From an optimization exercise on the open Yosys and OpenROAD flow, aimed at a short achievable clock period and few clock cycles per item; shortcuts taken in it are not production practice. The RTL was checked by simulation tests, not by an equivalence proof against the original design.

===== run.sh =====
#!/bin/bash
# synth_recipe.tcl (not shown) runs the flow's synth.tcl, then flattens the netlist and writes it again
# the make line also repeats each setting of config.mk as NAME=value (left out here)
make -C /OpenROAD-flow-scripts/flow DESIGN_CONFIG=/design/flow/config.mk WORK_HOME=/design/flow/orfs CLKGATE_MAP_FILE= SYNTH_SCRIPT=/design/flow/synth_recipe.tcl finish

===== config.mk =====
export PLATFORM = sky130hd
export DESIGN_NAME = cpu_top
export DESIGN_NICKNAME = cpu_top
export VERILOG_FILES = /design/flow/design.v
export SDC_FILE = /design/flow/constraint.sdc
export NUM_CORES = 4
export LEC_CHECK = 0
export CAP_MARGIN = 20
export CORE_MARGIN = 2
export CORE_UTILIZATION = 40
export SETUP_SLACK_MARGIN = 3.3
export SLEW_MARGIN = 20
export SYNTH_HIERARCHICAL = 1
export SYNTH_MINIMUM_KEEP_SIZE = 0

===== constraint.sdc =====
create_clock -name core_clock -period 6.0 [get_ports {clk}]
set_input_delay 1.2000 -clock core_clock [delete_from_list [all_inputs] [get_ports {clk}]]
set_output_delay 1.2000 -clock core_clock [all_outputs]
set_load 0.01 [all_outputs]

===== design.v =====
`timescale 1ns/1ps
package cpu_isa_pkg;
    typedef logic [16-1:0]          data_t;
    typedef logic [$clog2(16)-1:0]  reg_id_t;
    typedef logic [8-1:0]          imm_t;
    typedef logic [8-1:0]           pc_t;
    typedef logic [8-1:0]           inst_id_t;
    typedef logic [3-1:0]           op_t;
    localparam op_t OP_ST      = 3'd0;
    localparam op_t OP_CMP_GT  = 3'd1;
    localparam op_t OP_ADD_IMM = 3'd2;
    localparam op_t OP_ADD     = 3'd3;
    localparam op_t OP_SHL     = 3'd4;
    localparam op_t OP_SHR     = 3'd5;
    localparam op_t OP_MUL     = 3'd6;
endpackage
`timescale 1ns/1ps
package cpu_uarch_pkg;
    typedef logic [16-1:0] reg_mask_t;
    typedef enum logic {
        FETCH_RUN,
        FETCH_DONE
    } fetch_state_t;
endpackage
`timescale 1ns/1ps
module reg_file (
    input  logic                  clk,
    input  logic                  rst_n,
    input  logic [15:0]           rd_sel0,      
    input  logic [15:0]           rd_sel1,      
    input  logic [15:0]           rd_sel2,      
    input  logic [15:0]           rd_sel3,      
    output cpu_isa_pkg::data_t    rd_data0,
    output cpu_isa_pkg::data_t    rd_data1,
    output cpu_isa_pkg::data_t    rd_data2,
    output cpu_isa_pkg::data_t    rd_data3,
    input  logic                  alu_wb_vld,
    input  cpu_isa_pkg::reg_id_t  alu_wb_reg,
    input  cpu_isa_pkg::data_t    alu_wb_data,
    input  logic                  mul_wb_vld,
    input  cpu_isa_pkg::reg_id_t  mul_wb_reg,
    input  cpu_isa_pkg::data_t    mul_wb_data
);
    cpu_isa_pkg::data_t regs [0:16-1];
    always_comb begin
        rd_data0 = '0;
        rd_data1 = '0;
        rd_data2 = '0;
        rd_data3 = '0;
        for (int i = 0; i < 16; i++) begin
            rd_data0 = rd_data0 | ({16{rd_sel0[i]}} & regs[i]);
            rd_data1 = rd_data1 | ({16{rd_sel1[i]}} & regs[i]);
            rd_data2 = rd_data2 | ({16{rd_sel2[i]}} & regs[i]);
            rd_data3 = rd_data3 | ({16{rd_sel3[i]}} & regs[i]);
        end
    end
    always_ff @(posedge clk or negedge rst_n) begin
        if (!rst_n) begin
            for (int i = 0; i < 16; i++) begin
                regs[i] <= '0;
            end
        end else begin
            if (mul_wb_vld) begin
                regs[mul_wb_reg] <= mul_wb_data;
            end
            if (alu_wb_vld) begin
                regs[alu_wb_reg] <= alu_wb_data;
            end
        end
    end
endmodule
`timescale 1ns/1ps
module ks_level #(parameter int D = 1) (
    input  logic [15:0] gi,
    input  logic [15:0] pi,
    output logic [15:0] go,
    output logic [15:0] po
);
    for (genvar i = 0; i < 16; i++) begin : g_bit
        if (i >= D) begin : g_op
            assign go[i] = gi[i] | (pi[i] & gi[i - D]);
            assign po[i] = pi[i] & pi[i - D];
        end else begin : g_pass
            assign go[i] = gi[i];
            assign po[i] = pi[i];
        end
    end
endmodule
module ks_add16 (
    input  logic [15:0] a,
    input  logic [15:0] b,
    output logic [15:0] s
);
    logic [15:0] g0, p0, g1, p1, g2, p2, g3, p3, g4, p4;
    assign g0 = a & b;
    assign p0 = a | b;
    ks_level #(1) u_l1 (.gi(g0), .pi(p0), .go(g1), .po(p1));
    ks_level #(2) u_l2 (.gi(g1), .pi(p1), .go(g2), .po(p2));
    ks_level #(4) u_l3 (.gi(g2), .pi(p2), .go(g3), .po(p3));
    ks_level #(8) u_l4 (.gi(g3), .pi(p3), .go(g4), .po(p4));
    assign s = (a ^ {g4[14:0], 1'b0}) ^ b;
endmodule
module gt16 (
    input  logic [15:0] a,
    input  logic [15:0] b,
    output logic        gt
);
    logic [15:0] g0, p0, g1, p1, g2, p2, g3, p3, g4, p4;
    assign g0 = a & ~b;
    assign p0 = a | ~b;
    ks_level #(1) u_l1 (.gi(g0), .pi(p0), .go(g1), .po(p1));
    ks_level #(2) u_l2 (.gi(g1), .pi(p1), .go(g2), .po(p2));
    ks_level #(4) u_l3 (.gi(g2), .pi(p2), .go(g3), .po(p3));
    ks_level #(8) u_l4 (.gi(g3), .pi(p3), .go(g4), .po(p4));
    assign gt = g4[15];
endmodule
module int_unit (
    input  logic                   clk,
    input  logic                   rst_n,
    input  logic                   ex_int_vld,
    input  logic                   ex_st,
    input  logic                   ex_wr,
    input  logic [3:0]             ex_fn,    
    input  cpu_isa_pkg::inst_id_t  ex_id,
    input  cpu_isa_pkg::reg_id_t   ex_dst,
    input  cpu_isa_pkg::data_t     ex_a_add,
    input  cpu_isa_pkg::data_t     ex_b_add,
    input  cpu_isa_pkg::data_t     ex_a_sh,
    input  logic [3:0]             ex_b_sh,
    input  cpu_isa_pkg::data_t     ex_a_st,
    input  cpu_isa_pkg::data_t     ex_b_st,
    output logic                   alu_wb_vld,
    output cpu_isa_pkg::reg_id_t   alu_wb_reg,
    output cpu_isa_pkg::data_t     alu_wb_data,
    output logic                   write_mem_vld,
    output cpu_isa_pkg::inst_id_t  write_mem_id,
    output cpu_isa_pkg::data_t     write_mem_addr,
    output cpu_isa_pkg::data_t     write_mem_data
);
    localparam int SHAMT_BIT = $clog2(16);
    logic [SHAMT_BIT-1:0] shamt;
    cpu_isa_pkg::data_t   sum, shl, shr, result;
    logic                 gt;
    assign shamt = ex_b_sh;
    assign shl   = ex_a_sh << shamt;
    assign shr   = ex_a_sh >> shamt;
    ks_add16 u_add (.a(ex_a_add), .b(ex_b_add), .s(sum));
    gt16     u_gt  (.a(ex_a_add), .b(ex_b_add), .gt(gt));
    always_comb begin
        result = ({16{ex_fn[0]}} & sum) |
                 ({16{ex_fn[1]}} & shl) |
                 ({16{ex_fn[2]}} & shr);
        result[0] = result[0] | (ex_fn[3] & gt);
    end
    always_ff @(posedge clk or negedge rst_n) begin
        if (!rst_n) begin
            alu_wb_vld    <= 1'b0;
        end else begin
            alu_wb_vld    <= ex_int_vld && ex_wr;
        end
    end
    always_ff @(posedge clk) begin
        alu_wb_reg  <= ex_dst;
        alu_wb_data <= result;
    end
    always_ff @(posedge clk or negedge rst_n) begin
        if (!rst_n) begin
            write_mem_vld <= 1'b0;
        end else begin
            write_mem_vld <= ex_st;
        end
    end
    always_ff @(posedge clk) begin
        if (ex_st) begin
            write_mem_id   <= ex_id;
            write_mem_addr <= ex_a_st;
            write_mem_data <= ex_b_st;
        end
    end
endmodule
`timescale 1ns/1ps
module mul_unit (
    input  logic                  clk,
    input  logic                  rst_n,
    input  logic                  iss_mul_vld,
    input  cpu_isa_pkg::reg_id_t  iss_dst,
    input  cpu_isa_pkg::data_t    iss_a,
    input  cpu_isa_pkg::data_t    iss_b,
    output logic                  m2_vld,
    output cpu_isa_pkg::reg_id_t  m2_dst,
    output logic                  mul_wb_vld,
    output cpu_isa_pkg::reg_id_t  mul_wb_reg,
    output cpu_isa_pkg::data_t    mul_wb_data
);
    cpu_isa_pkg::data_t a;
    cpu_isa_pkg::data_t b;
    logic [7:0] one, two, neg;
    assign a = iss_a;
    assign b = iss_b;
    logic p0;
    logic p1;
    logic p2;
    logic p3;
    logic p4;
    logic p5;
    logic p6;
    logic p7;
    logic p8;
    logic p9;
    logic p10;
    logic p11;
    logic p12;
    logic p13;
    logic p14;
    logic p15;
    logic p16;
    logic p17;
    logic p18;
    logic p19;
    logic p20;
    logic p21;
    logic p22;
    logic p23;
    logic p24;
    logic p25;
    logic p26;
    logic p27;
    logic p28;
    logic p29;
    logic p30;
    logic p31;
    logic p32;
    logic p33;
    logic p34;
    logic p35;
    logic p36;
    logic p37;
    logic p38;
    logic p39;
    logic p40;
    logic p41;
    logic p42;
    logic p43;
    logic p44;
    logic p45;
    logic p46;
    logic p47;
    logic p48;
    logic p49;
    logic p50;
    logic p51;
    logic p52;
    logic p53;
    logic p54;
    logic p55;
    logic p56;
    logic p57;
    logic p58;
    logic p59;
    logic p60;
    logic p61;
    logic p62;
    logic p63;
    logic p64;
    logic p65;
    logic p66;
    logic p67;
    logic p68;
    logic p69;
    logic p70;
    logic p71;
    logic t72;
    logic t73;
    logic t74;
    logic t75;
    logic t76;
    logic t77;
    logic t78;
    logic t79;
    logic t80;
    logic t81;
    logic t82;
    logic t83;
    logic t84;
    logic t85;
    logic t86;
    logic t87;
    logic t88;
    logic t89;
    logic t90;
    logic t91;
    logic t92;
    logic t93;
    logic t94;
    logic t95;
    logic t96;
    logic t97;
    logic t98;
    logic t99;
    logic t100;
    logic t101;
    logic t102;
    logic t103;
    logic t104;
    logic t105;
    logic t106;
    logic t107;
    logic t108;
    logic t109;
    logic t110;
    logic t111;
    logic t112;
    logic t113;
    logic t114;
    logic t115;
    logic t116;
    logic t117;
    logic t118;
    logic t119;
    logic t120;
    logic t121;
    logic t122;
    logic t123;
    logic t124;
    logic t125;
    logic t126;
    logic t127;
    logic t128;
    logic t129;
    logic t130;
    logic t131;
    logic r_c0_0;
    logic r_c0_1;
    logic r_c1_0;
    logic r_c2_0;
    logic r_c2_1;
    logic r_c2_2;
    logic r_c3_0;
    logic r_c3_1;
    logic r_c4_0;
    logic r_c4_1;
    logic r_c4_2;
    logic r_c4_3;
    logic r_c5_0;
    logic r_c5_1;
    logic r_c5_2;
    logic r_c6_0;
    logic r_c6_1;
    logic r_c6_2;
    logic r_c6_3;
    logic r_c7_0;
    logic r_c7_1;
    logic r_c7_2;
    logic r_c7_3;
    logic r_c8_0;
    logic r_c8_1;
    logic r_c8_2;
    logic r_c8_3;
    logic r_c9_0;
    logic r_c9_1;
    logic r_c9_2;
    logic r_c9_3;
    logic r_c10_0;
    logic r_c10_1;
    logic r_c10_2;
    logic r_c10_3;
    logic r_c11_0;
    logic r_c11_1;
    logic r_c11_2;
    logic r_c11_3;
    logic r_c12_0;
    logic r_c12_1;
    logic r_c12_2;
    logic r_c12_3;
    logic r_c13_0;
    logic r_c13_1;
    logic r_c13_2;
    logic r_c13_3;
    logic r_c14_0;
    logic r_c14_1;
    logic r_c14_2;
    logic r_c14_3;
    logic r_c15_0;
    logic r_c15_1;
    logic r_c15_2;
    logic r_c15_3;
    logic t132;
    logic t133;
    logic t134;
    logic t135;
    logic t136;
    logic t137;
    logic t138;
    logic t139;
    logic t140;
    logic t141;
    logic t142;
    logic t143;
    logic t144;
    logic t145;
    logic t146;
    logic t147;
    logic t148;
    logic t149;
    logic t150;
    logic t151;
    logic t152;
    logic t153;
    logic t154;
    logic t155;
    logic t156;
    logic t157;
    logic t158;
    logic t159;
    logic t160;
    logic t161;
    logic t162;
    logic t163;
    logic t164;
    logic t165;
    logic t166;
    logic t167;
    logic t168;
    logic t169;
    logic t170;
    logic t171;
    logic t172;
    logic t173;
    logic t174;
    logic t175;
    logic t176;
    logic t177;
    logic t178;
    logic t179;
    logic t180;
    logic t181;
    logic t182;
    logic t183;
    cpu_isa_pkg::data_t row0;
    cpu_isa_pkg::data_t row1;
    cpu_isa_pkg::data_t sum;
    assign one[0] = b[0] ^ 1'b0;
    assign two[0] = (b[1] & ~b[0] & ~1'b0) | (~b[1] & b[0] & 1'b0);
    assign neg[0] = b[1];
    assign p0 = ((one[0] & a[0]) | (two[0] & 1'b0)) ^ neg[0];
    assign p1 = ((one[0] & a[1]) | (two[0] & a[0])) ^ neg[0];
    assign p2 = ((one[0] & a[2]) | (two[0] & a[1])) ^ neg[0];
    assign p3 = ((one[0] & a[3]) | (two[0] & a[2])) ^ neg[0];
    assign p4 = ((one[0] & a[4]) | (two[0] & a[3])) ^ neg[0];
    assign p5 = ((one[0] & a[5]) | (two[0] & a[4])) ^ neg[0];
    assign p6 = ((one[0] & a[6]) | (two[0] & a[5])) ^ neg[0];
    assign p7 = ((one[0] & a[7]) | (two[0] & a[6])) ^ neg[0];
    assign p8 = ((one[0] & a[8]) | (two[0] & a[7])) ^ neg[0];
    assign p9 = ((one[0] & a[9]) | (two[0] & a[8])) ^ neg[0];
    assign p10 = ((one[0] & a[10]) | (two[0] & a[9])) ^ neg[0];
    assign p11 = ((one[0] & a[11]) | (two[0] & a[10])) ^ neg[0];
    assign p12 = ((one[0] & a[12]) | (two[0] & a[11])) ^ neg[0];
    assign p13 = ((one[0] & a[13]) | (two[0] & a[12])) ^ neg[0];
    assign p14 = ((one[0] & a[14]) | (two[0] & a[13])) ^ neg[0];
    assign p15 = ((one[0] & a[15]) | (two[0] & a[14])) ^ neg[0];
    assign one[1] = b[2] ^ b[1];
    assign two[1] = (b[3] & ~b[2] & ~b[1]) | (~b[3] & b[2] & b[1]);
    assign neg[1] = b[3];
    assign p16 = ((one[1] & a[0]) | (two[1] & 1'b0)) ^ neg[1];
    assign p17 = ((one[1] & a[1]) | (two[1] & a[0])) ^ neg[1];
    assign p18 = ((one[1] & a[2]) | (two[1] & a[1])) ^ neg[1];
    assign p19 = ((one[1] & a[3]) | (two[1] & a[2])) ^ neg[1];
    assign p20 = ((one[1] & a[4]) | (two[1] & a[3])) ^ neg[1];
    assign p21 = ((one[1] & a[5]) | (two[1] & a[4])) ^ neg[1];
    assign p22 = ((one[1] & a[6]) | (two[1] & a[5])) ^ neg[1];
    assign p23 = ((one[1] & a[7]) | (two[1] & a[6])) ^ neg[1];
    assign p24 = ((one[1] & a[8]) | (two[1] & a[7])) ^ neg[1];
    assign p25 = ((one[1] & a[9]) | (two[1] & a[8])) ^ neg[1];
    assign p26 = ((one[1] & a[10]) | (two[1] & a[9])) ^ neg[1];
    assign p27 = ((one[1] & a[11]) | (two[1] & a[10])) ^ neg[1];
    assign p28 = ((one[1] & a[12]) | (two[1] & a[11])) ^ neg[1];
    assign p29 = ((one[1] & a[13]) | (two[1] & a[12])) ^ neg[1];
    assign one[2] = b[4] ^ b[3];
    assign two[2] = (b[5] & ~b[4] & ~b[3]) | (~b[5] & b[4] & b[3]);
    assign neg[2] = b[5];
    assign p30 = ((one[2] & a[0]) | (two[2] & 1'b0)) ^ neg[2];
    assign p31 = ((one[2] & a[1]) | (two[2] & a[0])) ^ neg[2];
    assign p32 = ((one[2] & a[2]) | (two[2] & a[1])) ^ neg[2];
    assign p33 = ((one[2] & a[3]) | (two[2] & a[2])) ^ neg[2];
    assign p34 = ((one[2] & a[4]) | (two[2] & a[3])) ^ neg[2];
    assign p35 = ((one[2] & a[5]) | (two[2] & a[4])) ^ neg[2];
    assign p36 = ((one[2] & a[6]) | (two[2] & a[5])) ^ neg[2];
    assign p37 = ((one[2] & a[7]) | (two[2] & a[6])) ^ neg[2];
    assign p38 = ((one[2] & a[8]) | (two[2] & a[7])) ^ neg[2];
    assign p39 = ((one[2] & a[9]) | (two[2] & a[8])) ^ neg[2];
    assign p40 = ((one[2] & a[10]) | (two[2] & a[9])) ^ neg[2];
    assign p41 = ((one[2] & a[11]) | (two[2] & a[10])) ^ neg[2];
    assign one[3] = b[6] ^ b[5];
    assign two[3] = (b[7] & ~b[6] & ~b[5]) | (~b[7] & b[6] & b[5]);
    assign neg[3] = b[7];
    assign p42 = ((one[3] & a[0]) | (two[3] & 1'b0)) ^ neg[3];
    assign p43 = ((one[3] & a[1]) | (two[3] & a[0])) ^ neg[3];
    assign p44 = ((one[3] & a[2]) | (two[3] & a[1])) ^ neg[3];
    assign p45 = ((one[3] & a[3]) | (two[3] & a[2])) ^ neg[3];
    assign p46 = ((one[3] & a[4]) | (two[3] & a[3])) ^ neg[3];
    assign p47 = ((one[3] & a[5]) | (two[3] & a[4])) ^ neg[3];
    assign p48 = ((one[3] & a[6]) | (two[3] & a[5])) ^ neg[3];
    assign p49 = ((one[3] & a[7]) | (two[3] & a[6])) ^ neg[3];
    assign p50 = ((one[3] & a[8]) | (two[3] & a[7])) ^ neg[3];
    assign p51 = ((one[3] & a[9]) | (two[3] & a[8])) ^ neg[3];
    assign one[4] = b[8] ^ b[7];
    assign two[4] = (b[9] & ~b[8] & ~b[7]) | (~b[9] & b[8] & b[7]);
    assign neg[4] = b[9];
    assign p52 = ((one[4] & a[0]) | (two[4] & 1'b0)) ^ neg[4];
    assign p53 = ((one[4] & a[1]) | (two[4] & a[0])) ^ neg[4];
    assign p54 = ((one[4] & a[2]) | (two[4] & a[1])) ^ neg[4];
    assign p55 = ((one[4] & a[3]) | (two[4] & a[2])) ^ neg[4];
    assign p56 = ((one[4] & a[4]) | (two[4] & a[3])) ^ neg[4];
    assign p57 = ((one[4] & a[5]) | (two[4] & a[4])) ^ neg[4];
    assign p58 = ((one[4] & a[6]) | (two[4] & a[5])) ^ neg[4];
    assign p59 = ((one[4] & a[7]) | (two[4] & a[6])) ^ neg[4];
    assign one[5] = b[10] ^ b[9];
    assign two[5] = (b[11] & ~b[10] & ~b[9]) | (~b[11] & b[10] & b[9]);
    assign neg[5] = b[11];
    assign p60 = ((one[5] & a[0]) | (two[5] & 1'b0)) ^ neg[5];
    assign p61 = ((one[5] & a[1]) | (two[5] & a[0])) ^ neg[5];
    assign p62 = ((one[5] & a[2]) | (two[5] & a[1])) ^ neg[5];
    assign p63 = ((one[5] & a[3]) | (two[5] & a[2])) ^ neg[5];
    assign p64 = ((one[5] & a[4]) | (two[5] & a[3])) ^ neg[5];
    assign p65 = ((one[5] & a[5]) | (two[5] & a[4])) ^ neg[5];
    assign one[6] = b[12] ^ b[11];
    assign two[6] = (b[13] & ~b[12] & ~b[11]) | (~b[13] & b[12] & b[11]);
    assign neg[6] = b[13];
    assign p66 = ((one[6] & a[0]) | (two[6] & 1'b0)) ^ neg[6];
    assign p67 = ((one[6] & a[1]) | (two[6] & a[0])) ^ neg[6];
    assign p68 = ((one[6] & a[2]) | (two[6] & a[1])) ^ neg[6];
    assign p69 = ((one[6] & a[3]) | (two[6] & a[2])) ^ neg[6];
    assign one[7] = b[14] ^ b[13];
    assign two[7] = (b[15] & ~b[14] & ~b[13]) | (~b[15] & b[14] & b[13]);
    assign neg[7] = b[15];
    assign p70 = ((one[7] & a[0]) | (two[7] & 1'b0)) ^ neg[7];
    assign p71 = ((one[7] & a[1]) | (two[7] & a[0])) ^ neg[7];
    assign t72 = p10 ^ p24;
    assign t73 = p10 & p24;
    assign t74 = p11 ^ p25;
    assign t75 = p11 & p25;
    assign t76 = p12 ^ p26 ^ p38;
    assign t77 = (p12 & p26) | (p12 & p38) | (p26 & p38);
    assign t78 = p48 ^ p56;
    assign t79 = p48 & p56;
    assign t80 = p13 ^ p27 ^ p39;
    assign t81 = (p13 & p27) | (p13 & p39) | (p27 & p39);
    assign t82 = p49 ^ p57;
    assign t83 = p49 & p57;
    assign t84 = p14 ^ p28 ^ p40;
    assign t85 = (p14 & p28) | (p14 & p40) | (p28 & p40);
    assign t86 = p50 ^ p58 ^ p64;
    assign t87 = (p50 & p58) | (p50 & p64) | (p58 & p64);
    assign t88 = p68 ^ p70;
    assign t89 = p68 & p70;
    assign t90 = p15 ^ p29 ^ p41;
    assign t91 = (p15 & p29) | (p15 & p41) | (p29 & p41);
    assign t92 = p51 ^ p59 ^ p65;
    assign t93 = (p51 & p59) | (p51 & p65) | (p59 & p65);
    assign t94 = p69 ^ p71;
    assign t95 = p69 & p71;
    assign t96 = p6 ^ p20;
    assign t97 = p6 & p20;
    assign t98 = p7 ^ p21;
    assign t99 = p7 & p21;
    assign t100 = p8 ^ p22 ^ p34;
    assign t101 = (p8 & p22) | (p8 & p34) | (p22 & p34);
    assign t102 = p44 ^ p52;
    assign t103 = p44 & p52;
    assign t104 = p9 ^ p23 ^ p35;
    assign t105 = (p9 & p23) | (p9 & p35) | (p23 & p35);
    assign t106 = p45 ^ p53;
    assign t107 = p45 & p53;
    assign t108 = t72 ^ p36 ^ p46;
    assign t109 = (t72 & p36) | (t72 & p46) | (p36 & p46);
    assign t110 = p54 ^ p60 ^ neg[5];
    assign t111 = (p54 & p60) | (p54 & neg[5]) | (p60 & neg[5]);
    assign t112 = t73 ^ t74 ^ p37;
    assign t113 = (t73 & t74) | (t73 & p37) | (t74 & p37);
    assign t114 = p47 ^ p55 ^ p61;
    assign t115 = (p47 & p55) | (p47 & p61) | (p55 & p61);
    assign t116 = t75 ^ t76 ^ t78;
    assign t117 = (t75 & t76) | (t75 & t78) | (t76 & t78);
    assign t118 = p62 ^ p66 ^ neg[6];
    assign t119 = (p62 & p66) | (p62 & neg[6]) | (p66 & neg[6]);
    assign t120 = t77 ^ t79 ^ t80;
    assign t121 = (t77 & t79) | (t77 & t80) | (t79 & t80);
    assign t122 = t82 ^ p63 ^ p67;
    assign t123 = (t82 & p63) | (t82 & p67) | (p63 & p67);
    assign t124 = t81 ^ t83 ^ t84;
    assign t125 = (t81 & t83) | (t81 & t84) | (t83 & t84);
    assign t126 = t86 ^ t88 ^ neg[7];
    assign t127 = (t86 & t88) | (t86 & neg[7]) | (t88 & neg[7]);
    assign t128 = t85 ^ t87 ^ t89;
    assign t129 = (t85 & t87) | (t85 & t89) | (t87 & t89);
    assign t130 = t90 ^ t92 ^ t94;
    assign t131 = (t90 & t92) | (t90 & t94) | (t92 & t94);
    always_ff @(posedge clk) begin
        r_c0_0 <= p0;
        r_c0_1 <= neg[0];
        r_c1_0 <= p1;
        r_c2_0 <= p2;
        r_c2_1 <= p16;
        r_c2_2 <= neg[1];
        r_c3_0 <= p3;
        r_c3_1 <= p17;
        r_c4_0 <= p4;
        r_c4_1 <= p18;
        r_c4_2 <= p30;
        r_c4_3 <= neg[2];
        r_c5_0 <= p5;
        r_c5_1 <= p19;
        r_c5_2 <= p31;
        r_c6_0 <= t96;
        r_c6_1 <= p32;
        r_c6_2 <= p42;
        r_c6_3 <= neg[3];
        r_c7_0 <= t97;
        r_c7_1 <= t98;
        r_c7_2 <= p33;
        r_c7_3 <= p43;
        r_c8_0 <= t99;
        r_c8_1 <= t100;
        r_c8_2 <= t102;
        r_c8_3 <= neg[4];
        r_c9_0 <= t101;
        r_c9_1 <= t103;
        r_c9_2 <= t104;
        r_c9_3 <= t106;
        r_c10_0 <= t105;
        r_c10_1 <= t107;
        r_c10_2 <= t108;
        r_c10_3 <= t110;
        r_c11_0 <= t109;
        r_c11_1 <= t111;
        r_c11_2 <= t112;
        r_c11_3 <= t114;
        r_c12_0 <= t113;
        r_c12_1 <= t115;
        r_c12_2 <= t116;
        r_c12_3 <= t118;
        r_c13_0 <= t117;
        r_c13_1 <= t119;
        r_c13_2 <= t120;
        r_c13_3 <= t122;
        r_c14_0 <= t121;
        r_c14_1 <= t123;
        r_c14_2 <= t124;
        r_c14_3 <= t126;
        r_c15_0 <= t125;
        r_c15_1 <= t127;
        r_c15_2 <= t128;
        r_c15_3 <= t130;
    end
    assign t132 = r_c4_0 ^ r_c4_1;
    assign t133 = r_c4_0 & r_c4_1;
    assign t134 = r_c5_0 ^ r_c5_1;
    assign t135 = r_c5_0 & r_c5_1;
    assign t136 = r_c6_0 ^ r_c6_1 ^ r_c6_2;
    assign t137 = (r_c6_0 & r_c6_1) | (r_c6_0 & r_c6_2) | (r_c6_1 & r_c6_2);
    assign t138 = r_c7_0 ^ r_c7_1 ^ r_c7_2;
    assign t139 = (r_c7_0 & r_c7_1) | (r_c7_0 & r_c7_2) | (r_c7_1 & r_c7_2);
    assign t140 = r_c8_0 ^ r_c8_1 ^ r_c8_2;
    assign t141 = (r_c8_0 & r_c8_1) | (r_c8_0 & r_c8_2) | (r_c8_1 & r_c8_2);
    assign t142 = r_c9_0 ^ r_c9_1 ^ r_c9_2;
    assign t143 = (r_c9_0 & r_c9_1) | (r_c9_0 & r_c9_2) | (r_c9_1 & r_c9_2);
    assign t144 = r_c10_0 ^ r_c10_1 ^ r_c10_2;
    assign t145 = (r_c10_0 & r_c10_1) | (r_c10_0 & r_c10_2) | (r_c10_1 & r_c10_2);
    assign t146 = r_c11_0 ^ r_c11_1 ^ r_c11_2;
    assign t147 = (r_c11_0 & r_c11_1) | (r_c11_0 & r_c11_2) | (r_c11_1 & r_c11_2);
    assign t148 = r_c12_0 ^ r_c12_1 ^ r_c12_2;
    assign t149 = (r_c12_0 & r_c12_1) | (r_c12_0 & r_c12_2) | (r_c12_1 & r_c12_2);
    assign t150 = r_c13_0 ^ r_c13_1 ^ r_c13_2;
    assign t151 = (r_c13_0 & r_c13_1) | (r_c13_0 & r_c13_2) | (r_c13_1 & r_c13_2);
    assign t152 = r_c14_0 ^ r_c14_1 ^ r_c14_2;
    assign t153 = (r_c14_0 & r_c14_1) | (r_c14_0 & r_c14_2) | (r_c14_1 & r_c14_2);
    assign t154 = r_c15_0 ^ r_c15_1 ^ r_c15_2;
    assign t155 = (r_c15_0 & r_c15_1) | (r_c15_0 & r_c15_2) | (r_c15_1 & r_c15_2);
    assign t156 = r_c2_0 ^ r_c2_1;
    assign t157 = r_c2_0 & r_c2_1;
    assign t158 = r_c3_0 ^ r_c3_1;
    assign t159 = r_c3_0 & r_c3_1;
    assign t160 = t132 ^ r_c4_2 ^ r_c4_3;
    assign t161 = (t132 & r_c4_2) | (t132 & r_c4_3) | (r_c4_2 & r_c4_3);
    assign t162 = t133 ^ t134 ^ r_c5_2;
    assign t163 = (t133 & t134) | (t133 & r_c5_2) | (t134 & r_c5_2);
    assign t164 = t135 ^ t136 ^ r_c6_3;
    assign t165 = (t135 & t136) | (t135 & r_c6_3) | (t136 & r_c6_3);
    assign t166 = t137 ^ t138 ^ r_c7_3;
    assign t167 = (t137 & t138) | (t137 & r_c7_3) | (t138 & r_c7_3);
    assign t168 = t139 ^ t140 ^ r_c8_3;
    assign t169 = (t139 & t140) | (t139 & r_c8_3) | (t140 & r_c8_3);
    assign t170 = t141 ^ t142 ^ r_c9_3;
    assign t171 = (t141 & t142) | (t141 & r_c9_3) | (t142 & r_c9_3);
    assign t172 = t143 ^ t144 ^ r_c10_3;
    assign t173 = (t143 & t144) | (t143 & r_c10_3) | (t144 & r_c10_3);
    assign t174 = t145 ^ t146 ^ r_c11_3;
    assign t175 = (t145 & t146) | (t145 & r_c11_3) | (t146 & r_c11_3);
    assign t176 = t147 ^ t148 ^ r_c12_3;
    assign t177 = (t147 & t148) | (t147 & r_c12_3) | (t148 & r_c12_3);
    assign t178 = t149 ^ t150 ^ r_c13_3;
    assign t179 = (t149 & t150) | (t149 & r_c13_3) | (t150 & r_c13_3);
    assign t180 = t151 ^ t152 ^ r_c14_3;
    assign t181 = (t151 & t152) | (t151 & r_c14_3) | (t152 & r_c14_3);
    assign t182 = t153 ^ t154 ^ r_c15_3;
    assign t183 = (t153 & t154) | (t153 & r_c15_3) | (t154 & r_c15_3);
    assign row0 = {t181, t179, t177, t175, t173, t171, t169, t167, t165, t163, t161, t159, t157, t156, r_c1_0, r_c0_0};
    assign row1 = {t182, t180, t178, t176, t174, t172, t170, t168, t166, t164, t162, t160, t158, r_c2_2, 1'b0, r_c0_1};
    ks_add16 u_add (.a(row0), .b(row1), .s(sum));
    always_ff @(posedge clk or negedge rst_n) begin
        if (!rst_n) begin
            m2_vld     <= 1'b0;
            mul_wb_vld <= 1'b0;
        end else begin
            m2_vld     <= iss_mul_vld;
            mul_wb_vld <= m2_vld;
        end
    end
    always_ff @(posedge clk) begin
        m2_dst      <= iss_dst;
        mul_wb_reg  <= m2_dst;
        mul_wb_data <= sum;
    end
endmodule
`timescale 1ns/1ps
module fwd_mux #(parameter int W = 16) (
    input  logic [W-1:0] op,
    input  logic         s_alu,
    input  logic         s_mul,
    input  logic [W-1:0] v_alu,
    input  logic [W-1:0] v_mul,
    output logic [W-1:0] y
);
    assign y = ({W{!s_alu && !s_mul}} & op) | ({W{s_alu}} & v_alu) | ({W{s_mul}} & v_mul);
endmodule
module dec_cand (
    input  cpu_isa_pkg::reg_id_t   s0,
    input  cpu_isa_pkg::reg_id_t   s1,
    input  logic                   addi,
    input  cpu_isa_pkg::imm_t      imm,
    input  cpu_isa_pkg::data_t     rd_data0,
    input  cpu_isa_pkg::data_t     rd_data1,
    input  logic                   alu_wb_vld,
    input  cpu_isa_pkg::reg_id_t   alu_wb_reg,
    input  cpu_isa_pkg::data_t     alu_wb_data,
    input  logic                   mul_wb_vld,
    input  cpu_isa_pkg::reg_id_t   mul_wb_reg,
    input  cpu_isa_pkg::data_t     mul_wb_data,
    input  logic                   ex_wr,
    input  logic                   ex_mul_vld,
    input  cpu_isa_pkg::reg_id_t   ex_dst,
    input  logic                   m2_vld,
    input  cpu_isa_pkg::reg_id_t   m2_dst,
    output cpu_isa_pkg::data_t     byp0,
    output cpu_isa_pkg::data_t     byp1,
    output logic                   fwd_a_alu,
    output logic                   fwd_b_alu,
    output logic                   fwd_a_mul,
    output logic                   fwd_b_mul,
    output logic                   stall
);
    logic use1, hit_ex0, hit_ex1;
    assign use1    = !addi;
    assign hit_ex0 = ex_wr && (ex_dst == s0);
    assign hit_ex1 = ex_wr && (ex_dst == s1) && use1;
    assign stall   = ex_mul_vld && (hit_ex0 || hit_ex1);
    assign fwd_a_alu = hit_ex0 && !ex_mul_vld;
    assign fwd_b_alu = hit_ex1 && !ex_mul_vld;
    assign fwd_a_mul = !hit_ex0 && m2_vld && (m2_dst == s0);
    assign fwd_b_mul = !hit_ex1 && m2_vld && (m2_dst == s1) && use1;
    always_comb begin
        if (alu_wb_vld && alu_wb_reg == s0)      byp0 = alu_wb_data;
        else if (mul_wb_vld && mul_wb_reg == s0) byp0 = mul_wb_data;
        else                                     byp0 = rd_data0;
        if (addi)                                byp1 = cpu_isa_pkg::data_t'(imm);
        else if (alu_wb_vld && alu_wb_reg == s1) byp1 = alu_wb_data;
        else if (mul_wb_vld && mul_wb_reg == s1) byp1 = mul_wb_data;
        else                                     byp1 = rd_data1;
    end
endmodule
module issue_ctrl (
    input  logic                   clk,
    input  logic                   rst_n,
    input  logic                   inst_vld,
    input  logic                   inst_last,
    input  cpu_isa_pkg::op_t       inst_op,
    input  cpu_isa_pkg::inst_id_t  inst_id,
    input  cpu_isa_pkg::reg_id_t   inst_dst_reg,
    input  cpu_isa_pkg::reg_id_t   inst_src_reg0,
    input  cpu_isa_pkg::reg_id_t   inst_src_reg1,
    input  cpu_isa_pkg::imm_t      inst_imm,
    output logic                   inst_rdy,
    output logic                   fetch_vld,
    output cpu_isa_pkg::pc_t       fetch_pc,
    output cpu_isa_pkg::inst_id_t  fetch_id,
    output logic [15:0]            rd_sel0,
    output logic [15:0]            rd_sel1,
    output logic [15:0]            rd_sel2,
    output logic [15:0]            rd_sel3,
    input  cpu_isa_pkg::data_t     rd_data0,
    input  cpu_isa_pkg::data_t     rd_data1,
    input  cpu_isa_pkg::data_t     rd_data2,
    input  cpu_isa_pkg::data_t     rd_data3,
    input  logic                   alu_wb_vld,
    input  cpu_isa_pkg::reg_id_t   alu_wb_reg,
    input  cpu_isa_pkg::data_t     alu_wb_data,
    input  logic                   mul_wb_vld,
    input  cpu_isa_pkg::reg_id_t   mul_wb_reg,
    input  cpu_isa_pkg::data_t     mul_wb_data,
    input  logic                   m2_vld,
    input  cpu_isa_pkg::reg_id_t   m2_dst,
    output logic                   exec_finish,
    output logic                   ex_int_vld,
    output logic                   ex_mul_vld,
    output logic                   ex_st,
    output logic                   ex_wr,
    output logic [3:0]             ex_fn,
    output cpu_isa_pkg::inst_id_t  ex_id,
    output cpu_isa_pkg::reg_id_t   ex_dst,
    output cpu_isa_pkg::data_t     ex_a_add,
    output cpu_isa_pkg::data_t     ex_b_add,
    output cpu_isa_pkg::data_t     ex_a_sh,
    output logic [3:0]             ex_b_sh,
    output cpu_isa_pkg::data_t     ex_a_mul,
    output cpu_isa_pkg::data_t     ex_b_mul,
    output cpu_isa_pkg::data_t     ex_a_st,
    output cpu_isa_pkg::data_t     ex_b_st
);
    typedef struct packed {
        logic                  last;
        logic                  st;
        logic                  mul;
        logic                  addi;
        logic [3:0]            fn;      
        cpu_isa_pkg::inst_id_t id;
        cpu_isa_pkg::reg_id_t  dst;
        cpu_isa_pkg::reg_id_t  s0;
        cpu_isa_pkg::reg_id_t  s1;
        cpu_isa_pkg::imm_t     imm;
        logic [15:0]           oh0;     
        logic [15:0]           oh1;
    } qent_t;
    qent_t       in_ent;
    qent_t       q0, q1, q2, q3;
    qent_t       d0, d1;             
    logic        v0, v1, v2, v3;     
    logic        fetch_en;
    logic        last_seen;
    cpu_isa_pkg::pc_t pc_q;
    logic        arrive;
    logic        arrive_last;
    always_comb begin
        in_ent.last = inst_last;
        in_ent.st   = (inst_op == cpu_isa_pkg::OP_ST);
        in_ent.mul  = (inst_op == cpu_isa_pkg::OP_MUL);
        in_ent.addi = (inst_op == cpu_isa_pkg::OP_ADD_IMM);
        in_ent.fn[0] = (inst_op == cpu_isa_pkg::OP_ADD_IMM) || (inst_op == cpu_isa_pkg::OP_ADD);
        in_ent.fn[1] = (inst_op == cpu_isa_pkg::OP_SHL);
        in_ent.fn[2] = (inst_op == cpu_isa_pkg::OP_SHR);
        in_ent.fn[3] = (inst_op == cpu_isa_pkg::OP_CMP_GT);
        in_ent.id   = inst_id;
        in_ent.dst  = inst_dst_reg;
        in_ent.s0   = inst_src_reg0;
        in_ent.s1   = inst_src_reg1;
        in_ent.imm  = inst_imm;
        in_ent.oh0  = 16'b1 << inst_src_reg0;
        in_ent.oh1  = 16'b1 << inst_src_reg1;
    end
    assign inst_rdy    = 1'b1;
    assign arrive      = inst_vld;
    assign arrive_last = inst_vld && inst_last;
    assign fetch_vld   = fetch_en && !arrive_last;
    assign fetch_pc    = pc_q;
    assign fetch_id    = pc_q;
    cpu_isa_pkg::data_t c0_byp0, c0_byp1, c1_byp0, c1_byp1;
    logic c0_fa_alu, c0_fb_alu, c0_fa_mul, c0_fb_mul, c0_stall;
    logic c1_fa_alu, c1_fb_alu, c1_fa_mul, c1_fb_mul, c1_stall;
    assign rd_sel0 = d0.oh0;
    assign rd_sel1 = d0.oh1;
    assign rd_sel2 = d1.oh0;
    assign rd_sel3 = d1.oh1;
    dec_cand u_c0 (
        .s0 (d0.s0), .s1 (d0.s1), .addi (d0.addi), .imm (d0.imm),
        .rd_data0 (rd_data0), .rd_data1 (rd_data1),
        .alu_wb_vld (alu_wb_vld), .alu_wb_reg (alu_wb_reg), .alu_wb_data (alu_wb_data),
        .mul_wb_vld (mul_wb_vld), .mul_wb_reg (mul_wb_reg), .mul_wb_data (mul_wb_data),
        .ex_wr (ex_wr), .ex_mul_vld (ex_mul_vld), .ex_dst (ex_dst),
        .m2_vld (m2_vld), .m2_dst (m2_dst),
        .byp0 (c0_byp0), .byp1 (c0_byp1),
        .fwd_a_alu (c0_fa_alu), .fwd_b_alu (c0_fb_alu),
        .fwd_a_mul (c0_fa_mul), .fwd_b_mul (c0_fb_mul), .stall ()
    );
    dec_cand u_c1 (
        .s0 (d1.s0), .s1 (d1.s1), .addi (d1.addi), .imm (d1.imm),
        .rd_data0 (rd_data2), .rd_data1 (rd_data3),
        .alu_wb_vld (alu_wb_vld), .alu_wb_reg (alu_wb_reg), .alu_wb_data (alu_wb_data),
        .mul_wb_vld (mul_wb_vld), .mul_wb_reg (mul_wb_reg), .mul_wb_data (mul_wb_data),
        .ex_wr (ex_wr), .ex_mul_vld (ex_mul_vld), .ex_dst (ex_dst),
        .m2_vld (m2_vld), .m2_dst (m2_dst),
        .byp0 (c1_byp0), .byp1 (c1_byp1),
        .fwd_a_alu (c1_fa_alu), .fwd_b_alu (c1_fb_alu),
        .fwd_a_mul (c1_fa_mul), .fwd_b_mul (c1_fb_mul), .stall ()
    );
    function automatic logic reads(input cpu_isa_pkg::reg_id_t r, input qent_t e);
        reads = (r == e.s0) || (!e.addi && (r == e.s1));
    endfunction
    logic st0_q, st1_q, st0_n, st1_n;
    assign c0_stall = st0_q;
    assign c1_stall = st1_q;
    function automatic logic may_pass(input qent_t o, input qent_t y);
        logic raw, war, waw;
        raw = !o.st && reads(o.dst, y);
        war = !y.st && reads(y.dst, o);
        waw = !o.st && !y.st && (o.dst == y.dst);
        may_pass = !raw && !war && !waw && !(o.st && y.st) && !y.last;
    endfunction
    logic indep, indep_n;
    logic pop0, pop1, issue;
    logic hoist;
    assign hoist = c0_stall || (d1.mul && !d0.mul);
    assign pop1  = v0 && hoist && v1 && !c1_stall && indep;
    assign pop0  = v0 && !c0_stall && !pop1;
    assign issue = pop0 || pop1;
    qent_t              ie;
    cpu_isa_pkg::data_t i_byp0, i_byp1;
    logic               i_fa_alu, i_fb_alu, i_fa_mul, i_fb_mul;
    always_comb begin
        if (pop1) begin
            ie       = d1;
            i_byp0   = c1_byp0;
            i_byp1   = c1_byp1;
            i_fa_alu = c1_fa_alu;
            i_fb_alu = c1_fb_alu;
            i_fa_mul = c1_fa_mul;
            i_fb_mul = c1_fb_mul;
        end else begin
            ie       = d0;
            i_byp0   = c0_byp0;
            i_byp1   = c0_byp1;
            i_fa_alu = c0_fa_alu;
            i_fb_alu = c0_fb_alu;
            i_fa_mul = c0_fa_mul;
            i_fb_mul = c0_fb_mul;
        end
    end
    logic ie_add, ie_sh;
    assign ie_add = ie.fn[0] || ie.fn[3];
    assign ie_sh  = ie.fn[1] || ie.fn[2];
    cpu_isa_pkg::data_t opa_add, opb_add, opa_sh, opa_mul, opb_mul, opa_st, opb_st;
    logic [3:0]         opb_sh;
    logic sa_add_alu, sa_add_mul, sb_add_alu, sb_add_mul;
    logic sa_sh_alu,  sa_sh_mul,  sb_sh_alu,  sb_sh_mul;
    logic sa_mul_alu, sa_mul_mul, sb_mul_alu, sb_mul_mul;
    logic sa_st_alu,  sa_st_mul,  sb_st_alu,  sb_st_mul;
    logic ex_last;
    logic fin_q;
    always_ff @(posedge clk) begin
        opa_add    <= ie_add ? i_byp0 : '0;
        opb_add    <= ie_add ? i_byp1 : '0;
        opa_sh     <= ie_sh  ? i_byp0 : '0;
        opb_sh     <= ie_sh  ? i_byp1[3:0] : '0;
        opa_mul    <= ie.mul ? i_byp0 : '0;
        opb_mul    <= ie.mul ? i_byp1 : '0;
        opa_st     <= ie.st  ? i_byp0 : '0;
        opb_st     <= ie.st  ? i_byp1 : '0;
        sa_add_alu <= i_fa_alu && ie_add;
        sa_add_mul <= i_fa_mul && ie_add;
        sb_add_alu <= i_fb_alu && ie_add;
        sb_add_mul <= i_fb_mul && ie_add;
        sa_sh_alu  <= i_fa_alu && ie_sh;
        sa_sh_mul  <= i_fa_mul && ie_sh;
        sb_sh_alu  <= i_fb_alu && ie_sh;
        sb_sh_mul  <= i_fb_mul && ie_sh;
        sa_mul_alu <= i_fa_alu && ie.mul;
        sa_mul_mul <= i_fa_mul && ie.mul;
        sb_mul_alu <= i_fb_alu && ie.mul;
        sb_mul_mul <= i_fb_mul && ie.mul;
        sa_st_alu  <= i_fa_alu && ie.st;
        sa_st_mul  <= i_fa_mul && ie.st;
        sb_st_alu  <= i_fb_alu && ie.st;
        sb_st_mul  <= i_fb_mul && ie.st;
        ex_fn      <= ie.fn;
        ex_id      <= ie.id;
        ex_dst     <= ie.dst;
    end
    always_ff @(posedge clk or negedge rst_n) begin
        if (!rst_n) begin
            ex_int_vld <= 1'b0;
            ex_mul_vld <= 1'b0;
            ex_st      <= 1'b0;
            ex_wr      <= 1'b0;
            ex_last    <= 1'b0;
        end else begin
            ex_int_vld <= issue && !ie.mul;
            ex_mul_vld <= issue && ie.mul;
            ex_st      <= issue && ie.st;
            ex_wr      <= issue && !ie.st;
            ex_last    <= issue && ie.last;
        end
    end
    assign exec_finish = fin_q;
    fwd_mux #(16) u_fa_add (.op(opa_add), .s_alu(sa_add_alu), .s_mul(sa_add_mul), .v_alu(alu_wb_data), .v_mul(mul_wb_data), .y(ex_a_add));
    fwd_mux #(16) u_fb_add (.op(opb_add), .s_alu(sb_add_alu), .s_mul(sb_add_mul), .v_alu(alu_wb_data), .v_mul(mul_wb_data), .y(ex_b_add));
    fwd_mux #(16) u_fa_sh  (.op(opa_sh),  .s_alu(sa_sh_alu),  .s_mul(sa_sh_mul),  .v_alu(alu_wb_data), .v_mul(mul_wb_data), .y(ex_a_sh));
    fwd_mux #(4)  u_fb_sh  (.op(opb_sh),  .s_alu(sb_sh_alu),  .s_mul(sb_sh_mul),  .v_alu(alu_wb_data[3:0]), .v_mul(mul_wb_data[3:0]), .y(ex_b_sh));
    fwd_mux #(16) u_fa_mul (.op(opa_mul), .s_alu(sa_mul_alu), .s_mul(sa_mul_mul), .v_alu(alu_wb_data), .v_mul(mul_wb_data), .y(ex_a_mul));
    fwd_mux #(16) u_fb_mul (.op(opb_mul), .s_alu(sb_mul_alu), .s_mul(sb_mul_mul), .v_alu(alu_wb_data), .v_mul(mul_wb_data), .y(ex_b_mul));
    fwd_mux #(16) u_fa_st  (.op(opa_st),  .s_alu(sa_st_alu),  .s_mul(sa_st_mul),  .v_alu(alu_wb_data), .v_mul(mul_wb_data), .y(ex_a_st));
    fwd_mux #(16) u_fb_st  (.op(opb_st),  .s_alu(sb_st_alu),  .s_mul(sb_st_mul),  .v_alu(alu_wb_data), .v_mul(mul_wb_data), .y(ex_b_st));
    logic r0, r1, r2;            
    qent_t e0, e1, e2;
    logic v0_n, v1_n, v2_n, v3_n;
    always_comb begin
        if (pop0) begin
            e0 = q1; e1 = q2; e2 = q3;
            r0 = v1; r1 = v2; r2 = v3;
        end else if (pop1) begin
            e0 = q0; e1 = q2; e2 = q3;
            r0 = v0; r1 = v2; r2 = v3;
        end else begin
            e0 = q0; e1 = q1; e2 = q2;
            r0 = v0; r1 = v1; r2 = v2;
        end
        v0_n = r0 || arrive;
        v1_n = r1 || (r0 && arrive);
        v2_n = r2 || (r1 && arrive);
        v3_n = (issue ? 1'b0 : v3) || (r2 && arrive);
    end
    qent_t nd0, nd1;
    assign nd0 = r0 ? e0 : in_ent;
    assign nd1 = r1 ? e1 : in_ent;
    always_ff @(posedge clk) begin
        if (r0 || arrive) q0 <= r0 ? e0 : in_ent;
        if (r1 || arrive) q1 <= r1 ? e1 : in_ent;
        if (r2 || arrive) q2 <= r2 ? e2 : in_ent;
        if (issue || !v3) q3 <= in_ent;
        d0 <= nd0;
        d1 <= nd1;
    end
    assign indep_n = may_pass(nd0, nd1);
    always_comb begin
        st0_n = pop0 && d0.mul && (v1 ? reads(d0.dst, d1) : reads(d0.dst, in_ent));
        st1_n = (pop0 && d0.mul && (v2 ? reads(d0.dst, q2) : reads(d0.dst, in_ent))) ||
                (pop1 && d1.mul && (v2 ? reads(d1.dst, q2) : reads(d1.dst, in_ent)));
    end
    always_ff @(posedge clk or negedge rst_n) begin
        if (!rst_n) begin
            st0_q <= 1'b0;
            st1_q <= 1'b0;
            indep <= 1'b0;
        end else begin
            st0_q <= st0_n;
            st1_q <= st1_n;
            indep <= indep_n;
        end
    end
    always_ff @(posedge clk or negedge rst_n) begin
        if (!rst_n) begin
            v0          <= 1'b0;
            v1          <= 1'b0;
            v2          <= 1'b0;
            v3          <= 1'b0;
            fetch_en    <= 1'b1;
            last_seen   <= 1'b0;
            pc_q        <= '0;
            fin_q       <= 1'b0;
        end else begin
            v0        <= v0_n;
            v1        <= v1_n;
            v2        <= v2_n;
            v3        <= v3_n;
            last_seen <= last_seen || arrive_last;
            fetch_en  <= !last_seen && !arrive_last && (!v2_n || (!v3_n && !fetch_vld));
            if (fetch_vld) pc_q <= pc_q + 1'b1;
            if (ex_last) fin_q <= 1'b1;
        end
    end
endmodule
`timescale 1ns/1ps
module cpu_top (
    input  logic                   clk,
    input  logic                   rst_n,
    input  logic                   inst_vld,
    input  logic                   inst_last,
    input  cpu_isa_pkg::op_t       inst_op,
    input  cpu_isa_pkg::inst_id_t  inst_id,
    input  cpu_isa_pkg::reg_id_t   inst_dst_reg,
    input  cpu_isa_pkg::reg_id_t   inst_src_reg0,
    input  cpu_isa_pkg::reg_id_t   inst_src_reg1,
    input  cpu_isa_pkg::imm_t      inst_imm,
    output logic                   fetch_vld,
    output cpu_isa_pkg::pc_t       fetch_pc,
    output cpu_isa_pkg::inst_id_t  fetch_id,
    output logic                   inst_rdy,
    output logic                   write_mem_vld,
    output cpu_isa_pkg::inst_id_t  write_mem_id,
    output cpu_isa_pkg::data_t     write_mem_addr,
    output cpu_isa_pkg::data_t     write_mem_data,
    output logic                   exec_finish
);
    logic [15:0]          rd_sel0;
    logic [15:0]          rd_sel1;
    cpu_isa_pkg::data_t   rd_data0;
    cpu_isa_pkg::data_t   rd_data1;
    logic [15:0]          rd_sel2;
    logic [15:0]          rd_sel3;
    cpu_isa_pkg::data_t   rd_data2;
    cpu_isa_pkg::data_t   rd_data3;
    logic                 alu_wb_vld;
    cpu_isa_pkg::reg_id_t alu_wb_reg;
    cpu_isa_pkg::data_t   alu_wb_data;
    logic                 mul_wb_vld;
    cpu_isa_pkg::reg_id_t mul_wb_reg;
    cpu_isa_pkg::data_t   mul_wb_data;
    logic                 m2_vld;
    cpu_isa_pkg::reg_id_t m2_dst;
    logic                  ex_int_vld;
    logic                  ex_mul_vld;
    logic                  ex_st;
    logic                  ex_wr;
    logic [3:0]            ex_fn;
    cpu_isa_pkg::inst_id_t ex_id;
    cpu_isa_pkg::reg_id_t  ex_dst;
    cpu_isa_pkg::data_t    ex_a_add, ex_b_add, ex_a_sh, ex_a_mul, ex_b_mul, ex_a_st, ex_b_st;
    logic [3:0]            ex_b_sh;
    issue_ctrl u_issue_ctrl (
        .clk           (clk),
        .rst_n         (rst_n),
        .inst_vld      (inst_vld),
        .inst_last     (inst_last),
        .inst_op       (inst_op),
        .inst_id       (inst_id),
        .inst_dst_reg  (inst_dst_reg),
        .inst_src_reg0 (inst_src_reg0),
        .inst_src_reg1 (inst_src_reg1),
        .inst_imm      (inst_imm),
        .inst_rdy      (inst_rdy),
        .fetch_vld     (fetch_vld),
        .fetch_pc      (fetch_pc),
        .fetch_id      (fetch_id),
        .rd_sel0       (rd_sel0),
        .rd_sel1       (rd_sel1),
        .rd_data0      (rd_data0),
        .rd_data1      (rd_data1),
        .rd_sel2       (rd_sel2),
        .rd_sel3       (rd_sel3),
        .rd_data2      (rd_data2),
        .rd_data3      (rd_data3),
        .alu_wb_vld    (alu_wb_vld),
        .alu_wb_reg    (alu_wb_reg),
        .alu_wb_data   (alu_wb_data),
        .mul_wb_vld    (mul_wb_vld),
        .mul_wb_reg    (mul_wb_reg),
        .mul_wb_data   (mul_wb_data),
        .m2_vld        (m2_vld),
        .m2_dst        (m2_dst),
        .exec_finish   (exec_finish),
        .ex_int_vld    (ex_int_vld),
        .ex_mul_vld    (ex_mul_vld),
        .ex_st         (ex_st),
        .ex_wr         (ex_wr),
        .ex_fn         (ex_fn),
        .ex_id         (ex_id),
        .ex_dst        (ex_dst),
        .ex_a_add      (ex_a_add),
        .ex_b_add      (ex_b_add),
        .ex_a_sh       (ex_a_sh),
        .ex_b_sh       (ex_b_sh),
        .ex_a_mul      (ex_a_mul),
        .ex_b_mul      (ex_b_mul),
        .ex_a_st       (ex_a_st),
        .ex_b_st       (ex_b_st)
    );
    reg_file u_reg_file (
        .clk         (clk),
        .rst_n       (rst_n),
        .rd_sel0     (rd_sel0),
        .rd_sel1     (rd_sel1),
        .rd_data0    (rd_data0),
        .rd_data1    (rd_data1),
        .rd_sel2     (rd_sel2),
        .rd_sel3     (rd_sel3),
        .rd_data2    (rd_data2),
        .rd_data3    (rd_data3),
        .alu_wb_vld  (alu_wb_vld),
        .alu_wb_reg  (alu_wb_reg),
        .alu_wb_data (alu_wb_data),
        .mul_wb_vld  (mul_wb_vld),
        .mul_wb_reg  (mul_wb_reg),
        .mul_wb_data (mul_wb_data)
    );
    int_unit u_int_unit (
        .clk            (clk),
        .rst_n          (rst_n),
        .ex_int_vld     (ex_int_vld),
        .ex_st          (ex_st),
        .ex_wr          (ex_wr),
        .ex_fn          (ex_fn),
        .ex_id          (ex_id),
        .ex_dst         (ex_dst),
        .ex_a_add       (ex_a_add),
        .ex_b_add       (ex_b_add),
        .ex_a_sh        (ex_a_sh),
        .ex_b_sh        (ex_b_sh),
        .ex_a_st        (ex_a_st),
        .ex_b_st        (ex_b_st),
        .alu_wb_vld     (alu_wb_vld),
        .alu_wb_reg     (alu_wb_reg),
        .alu_wb_data    (alu_wb_data),
        .write_mem_vld  (write_mem_vld),
        .write_mem_id   (write_mem_id),
        .write_mem_addr (write_mem_addr),
        .write_mem_data (write_mem_data)
    );
    mul_unit u_mul_unit (
        .clk         (clk),
        .rst_n       (rst_n),
        .iss_mul_vld (ex_mul_vld),
        .iss_dst     (ex_dst),
        .iss_a       (ex_a_mul),
        .iss_b       (ex_b_mul),
        .m2_vld      (m2_vld),
        .m2_dst      (m2_dst),
        .mul_wb_vld  (mul_wb_vld),
        .mul_wb_reg  (mul_wb_reg),
        .mul_wb_data (mul_wb_data)
    );
endmodule

==> run summary <==
stage by stage:
step	hold WS (ps)	setup slack [ps]
6_report	407.0	3115
5_1_grt	417.1	3047
4_1_cts	406.7	3053
3_5_place_dp	392.5	1973
3_3_place_gp	389.4	1997
2_1_floorplan	385.5	3023
metal layers:
layer	wire length, um	vias up	global-route usage, %
li1	-	22000	-
met1	96800	26110	43.89
met2	102100	4565	47.70
met3	36720	1307	14.81
met4	20900	30	19.97
met5	381	-	1.098
layout by cell type (no fill, tap or decap), types with 35 or more instances in the layout:
cell             n
nand2_1        577
and2_1         107
a21oi_1         90
edfxtp_1       312
mux2_2          91
dfrtp_1        272
a21o_1         195
a221oi_1       263
nand2b_1        50
dlygate4sd2_1   35
nor3_1         327
buf_4          279
xnor2_1        110
and3b_1         49
a31oi_1        397
xor2_1          58
nand4_1        104
a22o_1         364
inv_1           50
nand3_1         86
buf_6           35
nor2_1         344
clkbuf_16      114
o21ai_0        324
dfxtp_1        348
critical path, delay by kind of cell, from the launching register on:
kind | cells | cell delay [ps]
compound gates | 3 | 910
flops | 1 | 560
simple gates | 2 | 480
buf+inv | 1 | 380
mux | 1 | 380
final timing paths:
check                           slack [ps]  cells past startpoint             startpoint                          to
min in group asynchronous              530                      1                  rst_n        u_issue_ctrl.pc_q[7]
worst min-delay path                   410                      0  u_issue_ctrl.ex_id[2]  u_int_unit.write_mem_id[2]
worst max-delay path                  3110                      7    u_issue_ctrl.d0[24]      u_issue_ctrl.opa_sh[9]
worst min register to register         410                      0  u_issue_ctrl.ex_id[2]  u_int_unit.write_mem_id[2]
max in group asynchronous             4010                      2                  rst_n     u_reg_file.regs[13][15]
worst max register to register        3110                      7    u_issue_ctrl.d0[24]      u_issue_ctrl.opa_sh[9]
layout make-up:
| cell class | instances | area [um2] | share of cell area, % |
|---|---|---|---|
| multi-input combinational | 4220 | 29700 | 45.84 |
| sequential | 978 | 24240 | 37.42 |
| timing repair buffer | 462 | 4594 | 7.092 |
| clock buffer | 160 | 3088 | 4.767 |
| tap | 1876 | 2347 | 3.623 |
| clock inverter | 42 | 566.8 | 0.8749 |
| inverter | 55 | 222.7 | 0.3438 |
| antenna | 9 | 22.52 | 0.03476 |
timing repair:
item,4_1_cts,5_1_grt
resized for setup,386,166
buffers inserted,138,62
cloned,22,10
setup endpoints to repair,608,306
pin swaps,67,49
==> results by group <==
Status
  – Result of the run: timing/DRC/antenna clean

Die
  – Number of cell rows: 137
  – Standard cell core area: 139500 um2
  – Die Y-Extent: 378.9 um
  – Die outline width: 378.9 um
  – Number of I/O pins: 95
  – Starting density of the core: 40.30%
  – Die area: 143600 um2

Place
  – Cell area after placement: 57320 um2
  – Placer Congestion: 0.9923
  – Hpwl dp: 144800 um
  – Port Buffers: 93
  – Placed Instances: 7359

Finish
  – Post-layout net count: 5910
  – Register with the highest flop count: u_reg_file.regs
  – Synth-to-layout area growth: 15.21%
  – Number of flip-flops in the largest register: 256
  – Final cell count without fillers: 7802
  – Share of layout cells above drive strength 1: 17.76%
  – Final core utilization: 46.43%
  – Filler instances: 12970
  – Area of all placed cells without fillers: 64780 um2

Global routing
  – Initial antenna violation count: 13
  – Grt total ovfl: 0
  – Global-route total usage across every layer: 34.32%
  – Via count of the first global-routing pass: 49940
  – Wire length of the first global-routing pass: 360700 um
  – Pin count of the biggest net entering global routing: 99

Critical path
  – Slowest stage cell on the critical path: dfxtp_1
  – CP Cell Sequence: buf_4 -> a221oi_1 -> nand4_1 -> o21ai_0 -> a31oi_2 -> mux2i_4 -> nor2_1
  – Maximum fanout count along the critical path: 9
  – Required time at the endpoint of the critical path: 6620 ps
  – Startpoint kind of the worst setup timing path: register
  – Critical path data arrival time: 3500 ps
  – Type of destination of the critical path: register
  – Worst setup path class: register to register
  – CP max stage delay: 560 ps

Routing
  – Routed WL: 256900 um
  – Detailed-route vias per instance: 6.922
  – Final antenna-violating net count: 0
  – Routed vias: 54010
  – First DRT Iteration DRCs: 9734
  – Average wire length per cell after detail routing: 32.92 um
  – Detailed-routing iteration count for the pre-antenna-repair pass: 14
  – Final routed DRC violation total: 0

Clock network
  – CTS buffer count: 106
  – Largest buffer count on any clock path: 3
  – Clock sink count: 978
  – TritonCTS clock tree: yes
  – Hold-fix buffer count after cts: 0
  – Clock latency of the later-clocked register in the worst-skew pair: 780 ps
  – CTS H-Tree Depth: 3
  – CTS clock-pin slew for the worst setup and hold paths: 60 ps
  – Root buffer cell: clkbuf_16

STA
  – Headroom to the max-slew limit: 22.41%
  – Endpoints failing setup: 0
  – Worst clock skew: 90.51 ps
  – Hold Violations, Final: 0
  – Sum of negative setup slack: 0 ps
  – Actual slew at the worst max-slew pin: 1162 ps
  – Final clock period utilization by the worst path: 48.09%
  – Min Tclk post-route: 2885 ps
  – Max Slew Vio Count: 0
  – Setup repair after global routing missed its margin: yes
  – Achievable Freq: 346.6 MHz

Hold path
  – Class of the tightest hold or removal check: register to register

Logic synthesis
  – Synth Area per Inst: 9.439 um2
  – Yosys warnings: 12
  – Combined area of all synthesized cells: 56230 um2
  – Cell count after synthesis: 5957

Flow run
  – Count of max-cap constraint violations: 0
Testbench counts, summed over its fixed seeds: cycles 23,301, insts 22,445.

-- separate check: timing with driven ports --
The flow's constraints put no driver on any port. The routed layout listed below was extracted and timed again, unchanged, in two steps. Step 1 sets driving cells, clkbuf_16 on the clock port and buf_2 on the other inputs (assumed; they add their load-dependent delay and slew). Step 2, shift: input delay + t, output delay - t, t = (earliest + latest rising clock arrival at the registers) / 2. This alone moves slack from input paths to output paths. Slacks: ideal ports / drivers / drivers and shift; pairs: ideal ports / drivers.
t, ns: 0.820
setup slack, ns: 3.115 / 3.113 / 2.608
slew at the worst register clock pin (ns): 0.07 / 0.07
pins driven straight from the clock port: 1
After both steps this run still meets setup and hold. For this run, drivers alone change the setup slack by -0.002 ns; drivers and shift together by -0.507 ns.
